This design comes from an exercise in tuning for small area, a short achievable clock period and few clock cycles per item on the open sky130 flow, not from production work. In this exercise RTL edits were held to simulation tests only and were not proved equivalent to the original. No activity file was given, so power comes from the tool's default toggle rates.

## exp/harbor
==> flow/design.v (excerpt) <==
module mul256_op_seq #(
  parameter int TIMEOUT = 1023
) (
  input  logic              clk,
  input  logic              rst,
  input  logic              cmd_valid,
  output logic              cmd_ready,
  input  logic [mul256_pkg::ADDR_W-1:0] cmd_a,
  input  logic [mul256_pkg::ADDR_W-1:0] cmd_b,
  input  logic [mul256_pkg::ADDR_W-1:0] cmd_dst,
  output logic              busy,
  output logic              done,
  output logic              err,
  output logic              op_read,
  output logic [mul256_pkg::ADDR_W-1:0] op_raddr,
  input  logic [mul256_pkg::OP_W-1:0]   op_rdata,
  output logic              op_write,
  output logic [mul256_pkg::ADDR_W-1:0] op_waddr,
  output logic [mul256_pkg::OP_W-1:0]   op_wdata,
  input  logic              op_wready,
  output logic              mul_start,
  output logic [mul256_pkg::OP_W-1:0]   mul_a,
  output logic [mul256_pkg::OP_W-1:0]   mul_b,
  input  logic              mul_done,
  input  logic [mul256_pkg::PROD_W-1:0] mul_p
);
  localparam int OW    = mul256_pkg::OP_W;
  localparam int AW    = mul256_pkg::ADDR_W;
  localparam int CNT_W = $clog2(TIMEOUT + 1);
  logic            jw_q, jw_n;    
  logic            jl_q, jl_n;    
  logic            jh_q, jh_n;    
  logic            jx_q, jx_n;    
  logic [AW-1:0]   jdst_q, jdst_n, jdst1_q, jdst1_n;
  logic [CNT_W-1:0] cnt_q, cnt_n;
  logic            nv_q, nv_n;
  logic [AW-1:0]   na_q, na_n, nb_q, nb_n, ndst_q, ndst_n;
  logic            pa_q, pa_n;    
  logic            ra_q, ra_n;    
  logic            rb_q, rb_n;    
  logic            fa_i_q, fb_i_q;   
  logic            fa_w_q;           
  logic            fa_h_q;           
  logic            fb_h_q;           
  logic            fhw_q;            
  logic            fd_q;             
  logic            fs_i_q, fs_h_q;   
  logic            tmo_q;            
  logic            busy_q;
  logic [AW-1:0]   raddr_q, waddr_q;
  logic [OW-1:0]   ra_reg, rh_reg;
  localparam int NSL = 38;
  localparam int SLW = (OW + NSL - 1) / NSL;
  logic [NSL-1:0]  selw_q, sell_q;
  logic            accept, start, w_done, lo_stall, hi_ok;
  ...
For scale: about 2300 cells after synthesis, roughly 670 flip-flops.
==> flow/config.mk <==
export PLATFORM = sky130hd
export DESIGN_NAME = mul256_op_seq
export DESIGN_NICKNAME = mul256_op_seq
export VERILOG_FILES = /design/flow/design.v
export SDC_FILE = /design/flow/constraint.sdc
export NUM_CORES = 4
export LEC_CHECK = 0
export CAP_MARGIN = 20
export CORE_AREA = 10 10 590 590
export DIE_AREA = 0 0 600 600
export PLACE_DENSITY = 0.65
export SETUP_SLACK_MARGIN = 1.9
export SLEW_MARGIN = 20
export SYNTH_HIERARCHICAL = 1
export SYNTH_MINIMUM_KEEP_SIZE = 0
==> flow/constraint.sdc <==
create_clock -name core_clock -period 4.5 [get_ports {clk}]
set_input_delay 0.9000 -clock core_clock [delete_from_list [all_inputs] [get_ports {clk}]]
set_output_delay 0.9000 -clock core_clock [all_outputs]
set_load 0.01 [all_outputs]
standard.sh (not shown) runs the stock make flow with config.mk's settings and CLKGATE_MAP_FILE= SYNTH_SCRIPT=/design/flow/synth_recipe.tcl, a recipe that flattens the netlist after the stock synthesis.
==> flow/flow/run.sh <==
#!/bin/bash
# Standard layout, except that
#  - the port buffers are the smallest buffer cell instead of the
#    clock-delay cell buffer_ports picks by default;
#  - each bit's data pins are placed next to each other (flow/pins.tcl).
#  - clock tree synthesis adds no dummy loads.
set -euo pipefail
export BUFFER_PORTS_ARGS="-buffer_cell sky130_fd_sc_hd__buf_1"
export PRE_IO_PLACEMENT_TCL="$PWD/flow/pins.tcl"
export CTS_ARGS="-sink_clustering_enable -repair_clock_nets -dont_use_dummy_load -sink_clustering_size 20 -sink_clustering_max_diameter 60"
bash standard.sh > standard_flow.log 2>&1
==> flow/flow/pins.tcl <==
for {set i 0} {$i < 260} {incr i} {
  set hi [expr {$i + 260}]
  set_io_pin_constraint -group -order -pin_names [list \
    "mul_b\[$i\]" "op_rdata\[$i\]" "mul_a\[$i\]" \
    "mul_p\[$i\]" "op_wdata\[$i\]" "mul_p\[$hi\]"]
}
Both conditions hold for exp/harbor: the flow ran to the end and the final layout passed the timing, design-rule and antenna checks.
Testbench counts of exp/harbor, summed over its fixed seeds: cycles 13,465, items 1,600.
[inputs] exp/willow vs exp/harbor
Settings: SETUP_SLACK_MARGIN now 2.0, was 1.9; GPL_ROUTABILITY_DRIVEN now 0, previously not set; PLACE_DENSITY now 0.8, was 0.65.
## What came out
- Portion of total power attributed to combinational logic came out higher on exp/willow than on exp/harbor.
- exp/willow does worse than exp/harbor on worst vdd rail ir drop.
- Number of hold violations in the final report came out exactly the same in exp/harbor and exp/willow.
- Compared with exp/harbor, in exp/willow total detailed-routing wirelength has decreased; initial detailed-routing violation count increased 296; combinational power comparable.
- Any difference in cell area reported after detailed placement between exp/willow and exp/harbor is small enough to ignore.
- Compared with exp/harbor, exp/willow shows a higher number of cells on the worst reg-to-reg path.
- Part of the power in the clock network in exp/willow vs exp/harbor: down 5.1 points
- On final instance area, exp/harbor loses to exp/willow.
- Worst hold slack across all endpoints (lower): exp/harbor
### exp/willow -> exp/violet
Settings: GPL_ROUTABILITY_DRIVEN no longer set, was 0; PLACE_DENSITY no longer set, was 0.8; ABC_CLOCK_PERIOD_IN_PS now 2000, previously not set.
--- a/flow/flow/run.sh
+++ b/flow/flow/run.sh
@@ -9,3 +9,3 @@
 export PRE_IO_PLACEMENT_TCL="$PWD/flow/pins.tcl"
-export CTS_ARGS="-sink_clustering_enable -repair_clock_nets -dont_use_dummy_load -sink_clustering_size 20 -sink_clustering_max_diameter 60"
+export CTS_ARGS="-sink_clustering_enable -repair_clock_nets -dont_use_dummy_load"
 bash standard.sh > standard_flow.log 2>&1
Findings:
- exp/violet finished every step from synthesis to the final layout, and the layout passed the timing, design-rule and antenna checks.
- [compare] base=exp/willow new=exp/violet: count of buffering cells on the critical path with inverters included neither gained nor lost much, cell-internal power moved up, sequential share of layout area went down by 0.56 points, design area shows an increase of 1.1%.
Input changes introduced in exp/nickel (baseline for comparison: exp/violet):
Settings: a deleted ABC_CLOCK_PERIOD_IN_PS that had been 2000; a change of SETUP_SLACK_MARGIN from 2.0 to 1.9; an added PLACE_DENSITY of 0.7.
--- a/flow/flow/run.sh
+++ b/flow/flow/run.sh
@@ -9,3 +9,3 @@
 export PRE_IO_PLACEMENT_TCL="$PWD/flow/pins.tcl"
-export CTS_ARGS="-sink_clustering_enable -repair_clock_nets -dont_use_dummy_load"
+export CTS_ARGS="-sink_clustering_enable -repair_clock_nets -dont_use_dummy_load -sink_clustering_size 20 -sink_clustering_max_diameter 60"
 bash standard.sh > standard_flow.log 2>&1
## What came out
exp/nickel — global-route usage 0.35 points lower, exp/violet as reference
| minimum hold slack | lower: exp/violet |
Relative area change from synthesis to final layout, exp/violet and exp/nickel: larger value in exp/violet
exp/nickel ended with less total net switching power than exp/violet.
Between exp/violet and exp/nickel, the flow reports total routed wirelength decreasing by a few percent.
Going from exp/violet to exp/nickel, number of CTS-inserted buffers now sits lower, sequential power comparable, met3 usage in global routing now sits at about the same level, met2 wirelength from detailed routing down 5.8%.
Diff exp/violet and exp/nickel: worst-case headroom to the max-slew limit lower in exp/nickel
Looking at fraction of power consumed by combinational cells, exp/nickel sits above exp/violet.

## static timing again, ports no longer ideal
In the flow no input, the clock included, has a driving cell. The finished layouts below were timed again as built, in two steps. Step 1: set_driving_cell puts a clkbuf_16 on clk and a buf_2 on each other input, an assumption about the parent block. Step 2 adds t to the input delays and takes it off the output delays; t is the mean of the earliest and latest rising clock arrival at the registers after step 1. Input paths then give back, and output paths get back, about the clock's delay inside the block. Three values: ideal ports, drivers, drivers and shift; two values: the first two.
run	t (ns)	setup slack, ns	worst setup path after step 2	worst register clock-pin slew, ns	pins driven straight from the clock port
exp/harbor	0.833	1.798 / 1.692 / 1.031	input to register	0.08 / 0.08	1
exp/willow	0.785	1.869 / 1.673 / 1.231	input to register	0.08 / 0.08	1
exp/violet	0.824	1.823 / 1.730 / 1.278	input to register	0.06 / 0.06	1
exp/nickel	0.779	1.863 / 1.772 / 1.199	input to register	0.09 / 0.09	1
After both steps setup and hold are still met in every run listed. For exp/harbor, which loses most, drivers alone change the setup slack by -0.106 ns; drivers and shift together by -0.767 ns.
